What follows belongs to an exercise in optimizing a design on an open flow for small area, a short achievable clock period and few clock cycles; a production flow would make more cautious choices. The RTL was checked by simulation tests, not by an equivalence proof against the original design. In every run shown here, the design's own scripts or RTL, not TritonCTS, make the clock network. The clock port is modelled as an ideal driver, which makes a skipped or thinned clock tree look cheaper than it is; a real chip needs a root buffer or a tree. Power and IR drop assume default switching activity.

==> flow/design.v (outline; a module is shown in full before it is edited, if it fits) <==
// module polar_encoder: 1130 lines
// module pe_ax2: 3 lines
// module pe_a2: 3 lines
// module pe_x2: 3 lines
// module pe_sw: 3 lines
module polar_encoder
(
    input  logic       clk,
    input  logic       rst_n,
    input  logic       start,
    input  logic [9:0] N,
    input  logic [7:0] K,
    input  logic       in_valid,
    input  logic       in_bit,
    output logic       in_ready,
    output logic       out_valid,
    output logic       out_bit,
    input  logic       out_ready,
    output logic       busy,
    output logic       out_last
);
  // ...
==> flow/flow/run.sh <==
#!/bin/bash
# The standard layout with two changes:
#  - plain buffers (buf_2) on the ports, instead of the delay cell that
#    buffer_ports picks by default;
#  - a two-level clock tree built by flow/cts.tcl in place of TritonCTS.
set -e
export BUFFER_PORTS_ARGS="-buffer_cell sky130_fd_sc_hd__buf_2"
bash standard.sh place > standard_place.log 2>&1
export FLOW_RES=$PWD/orfs/results/sky130hd/polar_encoder/base
mkdir -p orfs/logs/sky130hd/polar_encoder/base
openroad -no_init -exit flow/cts.tcl > cts.log 2>&1
cp cts.log orfs/logs/sky130hd/polar_encoder/base/4_1_cts.log
bash standard.sh > standard.log 2>&1
==> flow/flow/cts.tcl <==
# Clock tree for this design, in place of TritonCTS: the clock port drives
# four root clkbuf_16s, each driving the clkbuf_16s of about four of the 16
# flip-flop clusters (k-means on the flip-flops' locations). Two buffer
# levels give a lower insertion delay than TritonCTS's three.
set plat $::env(FLOW_HOME)/platforms/sky130hd
set res $::env(FLOW_RES)
read_liberty $plat/lib/sky130_fd_sc_hd__tt_025C_1v80.lib
read_db $res/3_place.odb
read_sdc $res/3_place.sdc
source $plat/setRC.tcl
source [file dirname [info script]]/mcts.tcl
mcts_build 20 sky130_fd_sc_hd__clkbuf_16 sky130_fd_sc_hd__clkbuf_16 4
set_propagated_clock [all_clocks]
detailed_placement
check_placement -verbose
estimate_parasitics -placement
report_clock_skew
report_checks -path_delay max -group_path_count 5 -format full_clock_expanded
report_check_types -max_slew -max_capacitance -violators
write_db $res/4_1_cts.odb
write_sdc -no_timestamp $res/4_cts.sdc
==> flow/flow/mcts.tcl <==
# Manual two-level clock tree: root clkbuf near the die centre driving one
# clkbuf per cluster of flip-flops (k-means on clock pin locations).
# Manual two-level clock tree: see cts.tcl.
proc mcts_build { nclus bufname rootname {nroot 1} } {
  set db [ord::get_db]
  set block [ord::get_db_block]
  set clknet [$block findNet clk]
  set sinks {}
  foreach it [$clknet getITerms] {
    set inst [$it getInst]
    set bb [$inst getBBox]
    lappend sinks [list $it [expr {([$bb xMin]+[$bb xMax])/2}] [expr {([$bb yMin]+[$bb yMax])/2}]]
  }
  set n [llength $sinks]
  # k-means init: spread along sorted order
  set sorted [lsort -real -index 1 $sinks]
  set cents {}
  for {set k 0} {$k < $nclus} {incr k} {
    set s [lindex $sorted [expr {int(($k + 0.5) * $n / $nclus)}]]
    lappend cents [list [lindex $s 1] [lindex $s 2]]
  }
  for {set iter 0} {$iter < 40} {incr iter} {
    set sx {}; set sy {}; set sc {}
    for {set k 0} {$k < $nclus} {incr k} { lappend sx 0.0; lappend sy 0.0; lappend sc 0 }
    set assign {}
    foreach s $sinks {
      set best -1; set bd 1e30
      for {set k 0} {$k < $nclus} {incr k} {
        set c [lindex $cents $k]
        set d [expr {abs([lindex $s 1]-[lindex $c 0]) + abs([lindex $s 2]-[lindex $c 1])}]
        if {$d < $bd} { set bd $d; set best $k }
      }
      lappend assign $best
      lset sx $best [expr {[lindex $sx $best] + [lindex $s 1]}]
      lset sy $best [expr {[lindex $sy $best] + [lindex $s 2]}]
      lset sc $best [expr {[lindex $sc $best] + 1}]
    }
    for {set k 0} {$k < $nclus} {incr k} {
      if {[lindex $sc $k] > 0} {
        lset cents $k [list [expr {[lindex $sx $k]/[lindex $sc $k]}] [expr {[lindex $sy $k]/[lindex $sc $k]}]]
      }
    }
  }
  set m [$db findMaster $bufname]
  set rm [$db findMaster $rootname]
  # group the cluster centres into nroot groups (k-means)
  set rc {}
  set sc [lsort -real -index 0 $cents]
  for {set r 0} {$r < $nroot} {incr r} { lappend rc [lindex $sc [expr {int(($r + 0.5) * $nclus / $nroot)}]] }
  for {set iter 0} {$iter < 30} {incr iter} {
    set rass {}
    set ax {}; set ay {}; set an {}
    for {set r 0} {$r < $nroot} {incr r} { lappend ax 0.0; lappend ay 0.0; lappend an 0 }
    foreach c $cents {
      set best 0; set bd 1e30
      for {set r 0} {$r < $nroot} {incr r} {
        set d [expr {abs([lindex $c 0]-[lindex $rc $r 0]) + abs([lindex $c 1]-[lindex $rc $r 1])}]
        if {$d < $bd} { set bd $d; set best $r }
      }
      lappend rass $best
      lset ax $best [expr {[lindex $ax $best] + [lindex $c 0]}]
      lset ay $best [expr {[lindex $ay $best] + [lindex $c 1]}]
      lset an $best [expr {[lindex $an $best] + 1}]
    }
    for {set r 0} {$r < $nroot} {incr r} {
      if {[lindex $an $r] > 0} { lset rc $r [list [expr {[lindex $ax $r]/[lindex $an $r]}] [expr {[lindex $ay $r]/[lindex $an $r]}]] }
    }
  }
  set rootnets {}
  for {set r 0} {$r < $nroot} {incr r} {
    set root [odb::dbInst_create $block $rm clkroot_buf_$r]
    $root setLocation [expr {int([lindex $rc $r 0])}] [expr {int([lindex $rc $r 1])}]
    $root setPlacementStatus PLACED
    set rn [odb::dbNet_create $block clkroot_net_$r]
    $rn setSigType CLOCK
    [$root findITerm X] connect $rn
    lappend rootnets $rn
    lappend roots $root
  }
  set leafnets {}
  for {set k 0} {$k < $nclus} {incr k} {
    set c [lindex $cents $k]
    set b [odb::dbInst_create $block $m clkleaf_buf_$k]
    $b setLocation [expr {int([lindex $c 0])}] [expr {int([lindex $c 1])}]
    $b setPlacementStatus PLACED
    set ln [odb::dbNet_create $block clkleaf_net_$k]
    $ln setSigType CLOCK
    [$b findITerm A] connect [lindex $rootnets [lindex $rass $k]]
    [$b findITerm X] connect $ln
    lappend leafnets $ln
  }
  set i 0
  foreach s $sinks {
    set it [lindex $s 0]
    $it disconnect
    $it connect [lindex $leafnets [lindex $assign $i]]
    incr i
  }
  foreach root $roots { [$root findITerm A] connect $clknet }
  global_connect
}
==> flow/standard.sh <==
#!/bin/bash
# synth_recipe.tcl (not shown) runs the flow's synth.tcl, then flattens the netlist and writes it again
# the make line also repeats each setting of config.mk as NAME=value (left out here)
make -C /OpenROAD-flow-scripts/flow DESIGN_CONFIG=/design/flow/config.mk WORK_HOME=/design/flow/orfs CLKGATE_MAP_FILE= SYNTH_SCRIPT=/design/flow/synth_recipe.tcl "${@:-finish}"
==> flow/config.mk <==
export PLATFORM = sky130hd
export DESIGN_NAME = polar_encoder
export DESIGN_NICKNAME = polar_encoder
export VERILOG_FILES = /design/flow/design.v
export SDC_FILE = /design/flow/constraint.sdc
export NUM_CORES = 8
export LEC_CHECK = 0
export CAP_MARGIN = 20
export CORE_MARGIN = 2
export CORE_UTILIZATION = 55
export CTS_BUF_LIST = sky130_fd_sc_hd__clkbuf_16
export CTS_CLUSTER_DIAMETER = 100
export CTS_CLUSTER_SIZE = 24
export PLACE_DENSITY = 0.65
export SLEW_MARGIN = 20
export SYNTH_HIERARCHICAL = 1
==> flow/constraint.sdc <==
create_clock -name core_clock -period 30.0 [get_ports {clk}]
set_input_delay 6.0000 -clock core_clock [delete_from_list [all_inputs] [get_ports {clk}]]
set_output_delay 6.0000 -clock core_clock [all_outputs]
set_load 0.01 [all_outputs]
==> load_flow_metrics.sql, run 1 <==
INSERT INTO impl_metrics (metric_group, metric, value, unit) VALUES
('sta', 'fin_crit_sh', '0.2285', ''),
('power', 'peak_ir_drop_on_the_vdd_network', '37.28', 'uV'),
('setup_path', 'timing.critical_path.buf_inv', '1', ''),
('placed_design', 'dpl.hpwl', '29480', 'microns'),
('hold_path', 'timing.hold.worst_endpoint', 'out_valid_o', ''),
('power', 'power_combinational', '85.3', 'uW'),
('cells_and_area', 'largest_register_ffs', '256', ''),
('setup_path', 'rr_startpoint', 'j_q[1]', ''),
('power', 'p_seq_frac', '0.548', ''),
('power', 'power.net_switching', '208.5', 'uW'),
('run_status', 'status', 'complete, no violations', ''),
('cells_and_area', 'fin_util', '0.6011', ''),
('grt', 'first_pass_grt_wire_length', '69960', 'microns'),
('die', 'number_of_well_tap_cells_placed', '390', ''),
('cells_and_area', 'leading_cell_types_in_the_layout_fill_and_taps_excluded', '348 x nand2_1, 283 x dfxtp_1, 264 x xor2_1, 256 x a22o_1, 68 x nor2_1', ''),
('yosys', 'syn_area_per_cell', '9.164', 'sq um'),
('cells_and_area', 'post-route-cell-area', '17770', 'sq um'),
('cells_and_area', 'syn2layout_area_growth', '8.009', '%'),
('setup_path', 'critical_path_arrival', '0.86', 'ns'),
('yosys', 'synth_flop_cell', 'dfxtp_1', ''),
('grt', 'gr-usage-all-layers', '0.2797', ''),
('routing', 'drt-initial-drc-count', '1092', ''),
('sta', 'setup_viol', '0', ''),
('sta', 'unrepaired_setup_endpoints_after_global_routing', 'no', ''),
('yosys', 'synth_simple_gate_area_share', '0.1545', ''),
('placed_design', 'dp_worst_setup_slack', '23.06', 'ns'),
('setup_path', 'worstReg2RegEnd', 'qj_q[6]', ''),
('yosys', 'ys_warn_count', '7', ''),
('yosys', 'synth_xor_xnor_area_share', '0.1517', ''),
('power', 'pwr_density_cell', '45.51', 'nW/um^2'),
('yosys', 'yosysMostFrequentCell', 'nand2_1', ''),
('cells_and_area', 'multi_input_gate_share_of_the_layout_cell_area', '0.5367', ''),
('setup_path', 'ff2ff_setup_slack', '24.59', 'ns'),
('power', 'switching_share', '0.2579', ''),
('hold_path', 'worst_hold_path.num_cells', '1', ''),
('yosys', 'syn_area', '16450', 'sq um'),
('sta', 'timing.setup.tns', '0', 'ns'),
('yosys', 'synth_top_cell_area_share', '0.3444', ''),
('die', 'io_pins', '29', ''),
('grt', 'via_count_of_the_first_global_routing_pass', '12470', ''),
('yosys', 'ys_seq_area_frac', '0.4053', ''),
('placed_design', 'numPortBuffers', '28', ''),
('yosys', 'yosys.area.top_type', 'dfxtp_1', ''),
('sta', 'report.final.hold_viol_count', '0', '');
Testbench counts, summed over its fixed seeds: cycles 51,710.
==> run 2: changes to the inputs <==
--- a/flow/design.v
+++ b/flow/design.v
@@ -17,17 +17,17 @@
     input  logic       out_ready,
     output logic       busy,
     output logic       out_last
 );
     function automatic logic [3:0] u4(input int v);
         u4 = v[3:0];
     endfunction
     logic       busy_q, in_ready_q, out_valid_q, out_bit_q, out_last_q;
-    logic       busy_o, in_ready_o, out_valid_o, out_last_o;
+    logic       busy_o, out_valid_o;
     logic       v_q, b_q;         
     logic       m512, m256;       
     logic       su_q;             
     logic       pha_q;            
     logic       init_q;           
     logic       par_q;            
     logic       tv_q, tb_q, tl_q, pact_q;
     logic [3:0] j_q;              
@@ -43,20 +43,20 @@
     assign start_acc = start & ~busy_q &
                        ((N == 10'd128) | (N == 10'd256) | (N == 10'd512));
     assign hs_in  = in_valid & in_ready_q;
     assign hs_out = out_valid_q & out_ready;
     assign prod   = pact_q & ~tv_q;
     assign nm1    = {m512, m512 | m256, 7'h7F};
     assign out_go = hs_in & last_tgt;
     assign busy      = busy_o;
-    assign in_ready  = in_ready_o;
+    assign in_ready  = in_ready_q;
     assign out_valid = out_valid_o;
     assign out_bit   = out_bit_q;
-    assign out_last  = out_last_o;
+    assign out_last  = out_last_q;
     logic [6:0] binom;
     always_comb begin
         case ({p_q, j_q})
             {4'd0, 4'd0}: binom = 7'd1;
             {4'd1, 4'd0}: binom = 7'd1;
             {4'd1, 4'd1}: binom = 7'd1;
             {4'd2, 4'd0}: binom = 7'd1;
             {4'd2, 4'd1}: binom = 7'd2;
@@ -1022,17 +1022,16 @@
     pe_sw u_sw255 (.s(slot_q[255]), .keep(busy_q), .hi(wr_hi[15]), .lo(wr_lo[15]), .d(slot_d[255]));
     assign xbit = (x_a & ~qj_q[8]) ^ x_b ^ (v_q & b_q);
     always_ff @(posedge clk or negedge rst_n) begin
         if (!rst_n) begin
             busy_q      <= 1'b0;
             in_ready_q  <= 1'b0;
             out_valid_q <= 1'b0;
             busy_o      <= 1'b0;
-            in_ready_o  <= 1'b0;
             out_valid_o <= 1'b0;
             v_q         <= 1'b0;
             tv_q        <= 1'b0;
             su_q        <= 1'b0;
             init_q      <= 1'b0;
         end else begin
             v_q <= hs_in;
             if (!busy_q) begin
@@ -1042,23 +1041,18 @@
                 in_ready_q  <= 1'b0;
                 out_valid_q <= 1'b0;
                 tv_q        <= 1'b0;
             end else begin
                 if (hs_out)    tv_q <= 1'b0;
                 else if (prod) tv_q <= 1'b1;
                 init_q <= su_q & ~pha_q & (p_q == 4'd0);
                 if (k0 | (su_q & ~pha_q & (p_q == 4'd0))) su_q <= 1'b0;
-                if (su_q & ~pha_q & (p_q == 4'd0)) begin
-                    in_ready_q <= 1'b1;
-                    in_ready_o <= 1'b1;
-                end else if (in_valid & last_tgt) begin
-                    in_ready_q <= 1'b0;
-                    in_ready_o <= 1'b0;
-                end
+                if (su_q & ~pha_q & (p_q == 4'd0)) in_ready_q <= 1'b1;
+                else if (in_valid & last_tgt)      in_ready_q <= 1'b0;
                 if (out_go | k0) begin
                     out_valid_q <= 1'b1;
                     out_valid_o <= 1'b1;
                 end
                 if (hs_out && out_last_q) begin
                     out_valid_q <= 1'b0;
                     out_valid_o <= 1'b0;
                     busy_q      <= 1'b0;
@@ -1102,34 +1096,30 @@
                 end
             end
             if (init_q || v_q) begin
                 c_q  <= c_next;
                 f_q  <= f_next;
                 lt_q <= lt_next;
             end
             if (v_q) par_q <= par_q ^ b_q;
-            if (init_q | k0) begin
-                qj_q       <= 9'd1;
-                out_last_o <= 1'b0;
-            end
+            if (init_q | k0) qj_q <= 9'd1;
             if (out_go | k0) begin
                 out_bit_q <= par_q ^ (v_q & b_q) ^ (in_bit & hs_in);
                 pact_q    <= 1'b1;
             end
             if (prod) begin
                 tb_q <= xbit;
                 tl_q <= (qj_q == nm1);
                 qj_q <= qj_q + 9'd1;
                 if (qj_q == nm1) pact_q <= 1'b0;
             end
             if (hs_out) begin
                 out_bit_q  <= tv_q ? tb_q : xbit;
                 out_last_q <= tv_q ? tl_q : (qj_q == nm1);
-                out_last_o <= tv_q ? tl_q : (qj_q == nm1);
             end
         end
     end
     always_ff @(posedge clk) begin
         slot_q <= slot_d;
     end
 endmodule
 module pe_ax2 (input logic a0, b0, a1, b1, output logic y);
--- a/flow/flow/cts.tcl
+++ b/flow/flow/cts.tcl
@@ -4,17 +4,17 @@
 # levels give a lower insertion delay than TritonCTS's three.
 set plat $::env(FLOW_HOME)/platforms/sky130hd
 set res $::env(FLOW_RES)
 read_liberty $plat/lib/sky130_fd_sc_hd__tt_025C_1v80.lib
 read_db $res/3_place.odb
 read_sdc $res/3_place.sdc
 source $plat/setRC.tcl
 source [file dirname [info script]]/mcts.tcl
-mcts_build 20 sky130_fd_sc_hd__clkbuf_16 sky130_fd_sc_hd__clkbuf_16 4
+mcts_build 16 sky130_fd_sc_hd__clkbuf_16 sky130_fd_sc_hd__clkbuf_16 4
 set_propagated_clock [all_clocks]
 detailed_placement
 check_placement -verbose
 estimate_parasitics -placement
 report_clock_skew
 report_checks -path_delay max -group_path_count 5 -format full_clock_expanded
 report_check_types -max_slew -max_capacitance -violators
 write_db $res/4_1_cts.odb
==> run 2 against run 1 <==
  * Sequential share of layout area about the same
  * Global-route usage decreased by 0.54 points
  * Worst hold slack improved by 0.016 ns
  * Register-to-register slack gained 0.29 ns
  * Total power decreased by 3.7%
  * Area after synthesis is 0.34% lower
  * Critical path type unchanged
  * Largest cell class unchanged
  * Largest power group unchanged
==> load_flow_metrics.sql, run 2 <==
INSERT INTO impl_metrics (metric_group, metric, value, unit) VALUES
('yosys', 'synth_top_cells_by_area', 'dfxtp_1 35%, xor2_1 14%, a22o_1 14%', ''),
('hold_path', 'worst_hold_path.num_cells', '1', ''),
('routing', 'drtPass1Iterations', '5', ''),
('sta', 'setup_viol', '0', ''),
('cells_and_area', 'fin_nets', '1905', ''),
('routing', 'vias', '13180', ''),
('clock_network', 'cts.reportedPaths.clkPinSlew', '0.08', 'ns'),
('die', 'core_area', '29480', 'sq um'),
('die', 'floorplan.initialDensity', '0.5561', ''),
('clock_network', 'insertion_delay', '0.35', 'ns'),
('yosys', 'synth_cell_types', '75', ''),
('setup_path', 'worstRegToRegCells', '16', ''),
('yosys', 'synth-seq-cells', '316', ''),
('die', 'io_pins', '29', ''),
('placed_design', 'routabilityCongestion', '0.8790', ''),
('sta', 'finalWorstPathRequiredPeriod', '6.848', 'ns'),
('yosys', 'yosysMostFrequentCell', 'nand2_1', ''),
('routing', 'postRouteWirelength', '43850', 'microns'),
('setup_path', 'critical_path_arrival', '0.85', 'ns'),
('cells_and_area', 'final_cell_count_no_fill', '2221', ''),
('setup_path', 'worstReg2RegEnd', 'c_q[4]', ''),
('die', 'fp-row-count', '63', ''),
('sta', 'report.final.hold_viol_count', '0', ''),
('setup_path', 'largest_fanout_on_the_critical_path', '3', ''),
('grt', 'grt_max_degree', '89', ''),
('sta', 'timing_worst_slew_pin_value', '1.173', 'ns'),
('cells_and_area', 'drive_gt1_frac', '0.06991', ''),
('yosys', 'synthArstFlopShare', '0.02848', ''),
('die', 'die_width', '176.6', 'microns'),
('yosys', 'synthCells', '1795', ''),
('power', 'reported_leakage_power', '7.221', 'nW'),
('power', 'switching_share', '0.2616', ''),
('placed_design', 'dpl.hpwl', '29310', 'microns'),
('yosys', 'number_of_synthesized_flops_with_an_enable_pin', '24', ''),
('cells_and_area', 'layout_commonest_cell', 'nand2_1', ''),
('setup_path', 'worst_path_dominant_cell_family', 'flip-flops', ''),
('setup_path', 'crit_path_start_kind', 'flop', ''),
('grt', 'gr-usage-all-layers', '0.2743', ''),
('sta', 'unrepaired_setup_endpoints_after_global_routing', 'no', ''),
('yosys', 'post_synth_most_frequent_cells', '334 x nand2_1, 283 x dfxtp_1, 260 x xor2_1', ''),
('routing', 'antenna_violating_nets_post_route', '0', ''),
('routing', 'drt-initial-drc-count', '998', ''),
('cells_and_area', 'top_regs', 'slot_q: 256 flops, c_q: 10 flops', ''),
('placed_design', 'dp_cells', '2201', ''),
('grt', 'via_count_of_the_first_global_routing_pass', '12160', ''),
('yosys', 'synth_flop_cell', 'dfxtp_1', ''),
('power', 'pwr-share-clk', '0.322', ''),
('sta', 'fin_crit_sh', '0.2283', ''),
('setup_path', 'critical_path.endpoint_type', 'output pin', ''),
('sta', 'timing.final.max_slew_violations', '0', ''),
('setup_path', 'crit_chain', 'buf_2', ''),
('power', 'peak_ir_drop_on_the_vdd_network', '41.52', 'uV'),
('yosys', 'syn_area_per_cell', '9.133', 'sq um'),
('sta', 'worst_clock_skew_on_the_final_layout', '0.06787', 'ns'),
('yosys', 'yosys.area.top_type', 'dfxtp_1', ''),
('die', 'die_height', '176.6', 'microns'),
('setup_path', 'rr_startpoint', 'c_q[5]', ''),
('yosys', 'ys_warn_count', '7', ''),
('placed_design', 'numPortBuffers', '28', ''),
('routing', 'drt-vias-per-instance', '5.933', ''),
('sta', 'fin_hold_ws', '0.4796', 'ns'),
('die', 'die-area', '31200', 'sq um'),
('setup_path', 'crit_slowest_cell', 'dfrtp_1', ''),
('power', 'pwr_density_cell', '44.18', 'nW/um^2'),
('grt', 'first_pass_grt_wire_length', '68600', 'microns'),
('setup_path', 'cp.required', '24.00', 'ns'),
('sta', 'timing.setup.tns', '0', 'ns'),
('power', 'p_comb_frac', '0.111', ''),
('routing', 'drcViolationCount', '0', ''),
('cells_and_area', 'antenna_cells', '0', ''),
('cells_and_area', 'largest_register_ffs', '256', ''),
('yosys', 'syn_area', '16390', 'sq um'),
('setup_path', 'worstSetupPathType', 'reg -> out', ''),
('routing', 'drt-wirelength-per-cell', '19.74', 'microns'),
('cells_and_area', 'syn2layout_area_growth', '7.556', '%'),
('cells_and_area', 'max_flop_register', 'slot_q', ''),
('power', 'power.internal', '575.2', 'uW'),
('hold_path', 'min-delay-start', 'slot_q[156]', ''),
('yosys', 'synth_top_cell_area_share', '0.3456', ''),
('setup_path', 'ff2ff_setup_slack', '24.88', 'ns'),
('run_status', 'status', 'complete, no violations', ''),
('grt', 'initial_antenna_violation_count', '0', ''),
('flow_run', 'max-cap-violations', '0', ''),
('sta', 'max-slew-margin-rel', '0.2180', ''),
('yosys', 'ys_seq_area_frac', '0.4033', ''),
('power', 'power.net_switching', '203.8', 'uW'),
('hold_path', 'timing.hold.worst.class', 'reg -> reg', ''),
('cells_and_area', 'leading_cell_types_in_the_layout_fill_and_taps_excluded', '334 x nand2_1, 283 x dfxtp_1, 260 x xor2_1, 256 x a22o_1, 79 x nor2_1', ''),
('sta', 'fmax', '146.0', 'MHz'),
('grt', 'grt_remaining_overflow', '0', ''),
('setup_path', 'timing.critical_path.buf_inv', '1', ''),
('setup_path', 'crit_path_max_incr_delay', '0.40', 'ns'),
('power', 'p_seq_frac', '0.567', ''),
('hold_path', 'timing.hold.worst_endpoint', 'slot_q[156]', '');
[run 2: cell count changes in the layout (fill, tap and decap cells not counted), sizes merged, moves of 5 or more]
cell and delta:
nand3 +5, o21ai +12, nand2 -14, o211ai -10
a21oi +12, buf +5
[run 2: cells by family (layout without fill, tap and decap cells)]
group	Yosys count	after routing	share of synthesized area
simple gates	566	566	0.1520
flops	316	316	0.4033
mux	34	34	0.02305
xor+xnor	283	283	0.1517
fa+ha+maj	48	48	0.03801
buf+inv	100	121	0.02374
compound gates	447	447	0.2080
other cells	1	16	0.0002288
[run 2: per-layer routing]
layer / wire, microns / global-route usage / vias to the layer above
met5: 0 / 0 / -
met4: 1253 / 0.07231 / 0
met3: 1882 / 0.01375 / 65
met2: 20060 / 0.4487 / 345
met1: 20650 / 0.3967 / 6406
li1: - / - / 6362
[run 2: cell type report]
| cell class | instances | area (sq um) |
|---|---|---|
| Fill cell | 2643 | 11850 |
| Multi-Input combinational cell | 1394 | 9517 |
| Sequential cell | 316 | 6615 |
| Buffer | 20 | 500.5 |
| Tap cell | 390 | 488.0 |
| Timing Repair Buffer | 54 | 335.3 |
| Inverter | 47 | 176.4 |
[run 2: power by group through the flow]
stage | clock (mW) | combinational (mW) | sequential (mW)
2_1_floorplan | 0 | 0.0603 | 0.445
3_3_place_gp | 0 | 0.0846 | 0.451
3_5_place_dp | 0 | 0.0852 | 0.451
5_1_grt | 0.269 | 0.0944 | 0.443
6_report | 0.251 | 0.0862 | 0.442
[run 2: modules after synthesis, one instance, submodules excluded]
module,cells,times used
pe_sw,1,256
pe_ax2,3,128
pe_x2,1,126
polar_encoder,998,1
pe_a2,1,31
[run 2: how the worst max path moves through the flow]
stage | cells after the start | from | endpoint
after floorplan | 3 | in_valid | out_bit_q
after global placement | 4 | in_valid | out_bit_q
after detailed placement | 4 | in_valid | out_bit_q
after global routing | 1 | in_ready_q | in_ready
final | 1 | in_ready_q | in_ready
[run 2: stage by stage]
step	setup slack [ns]	power (mW)	util	cell area, sq um
global route	23.12	0.8060	0.5981	17630
floorplan	23.26	0.5056	-	16450
global placement	23.12	0.5359	0.5811	17130
detailed placement	23.10	0.5363	0.5811	17130
finish	23.15	0.7789	0.5981	17630
Testbench counts of run 2, summed over its fixed seeds: cycles 51,710.

port drivers added, routing unchanged:
How much do the figures lean on ideal ports? The routed layouts below were timed once more, with nothing changed but the port constraints. Step 1, drivers: a clkbuf_16 drives clk and a buf_2 each remaining input, both assumed. Step 2 also shifts input and output timing later by t, the mid clock arrival at the registers, as if the neighbouring blocks saw the same clock. Three values: ideal, step 1, step 2; two values: the first two.
run	t (ns)	setup slack, ns	worst setup path after step 2
run 1	0.423	23.144 / 23.034 / 23.040	input to register
run 2	0.425	23.152 / 23.045 / 23.095	input to register
After both steps setup and hold are still met in every run listed. For run 1, which loses most, drivers alone change the setup slack by -0.110 ns; drivers and shift together by -0.104 ns.
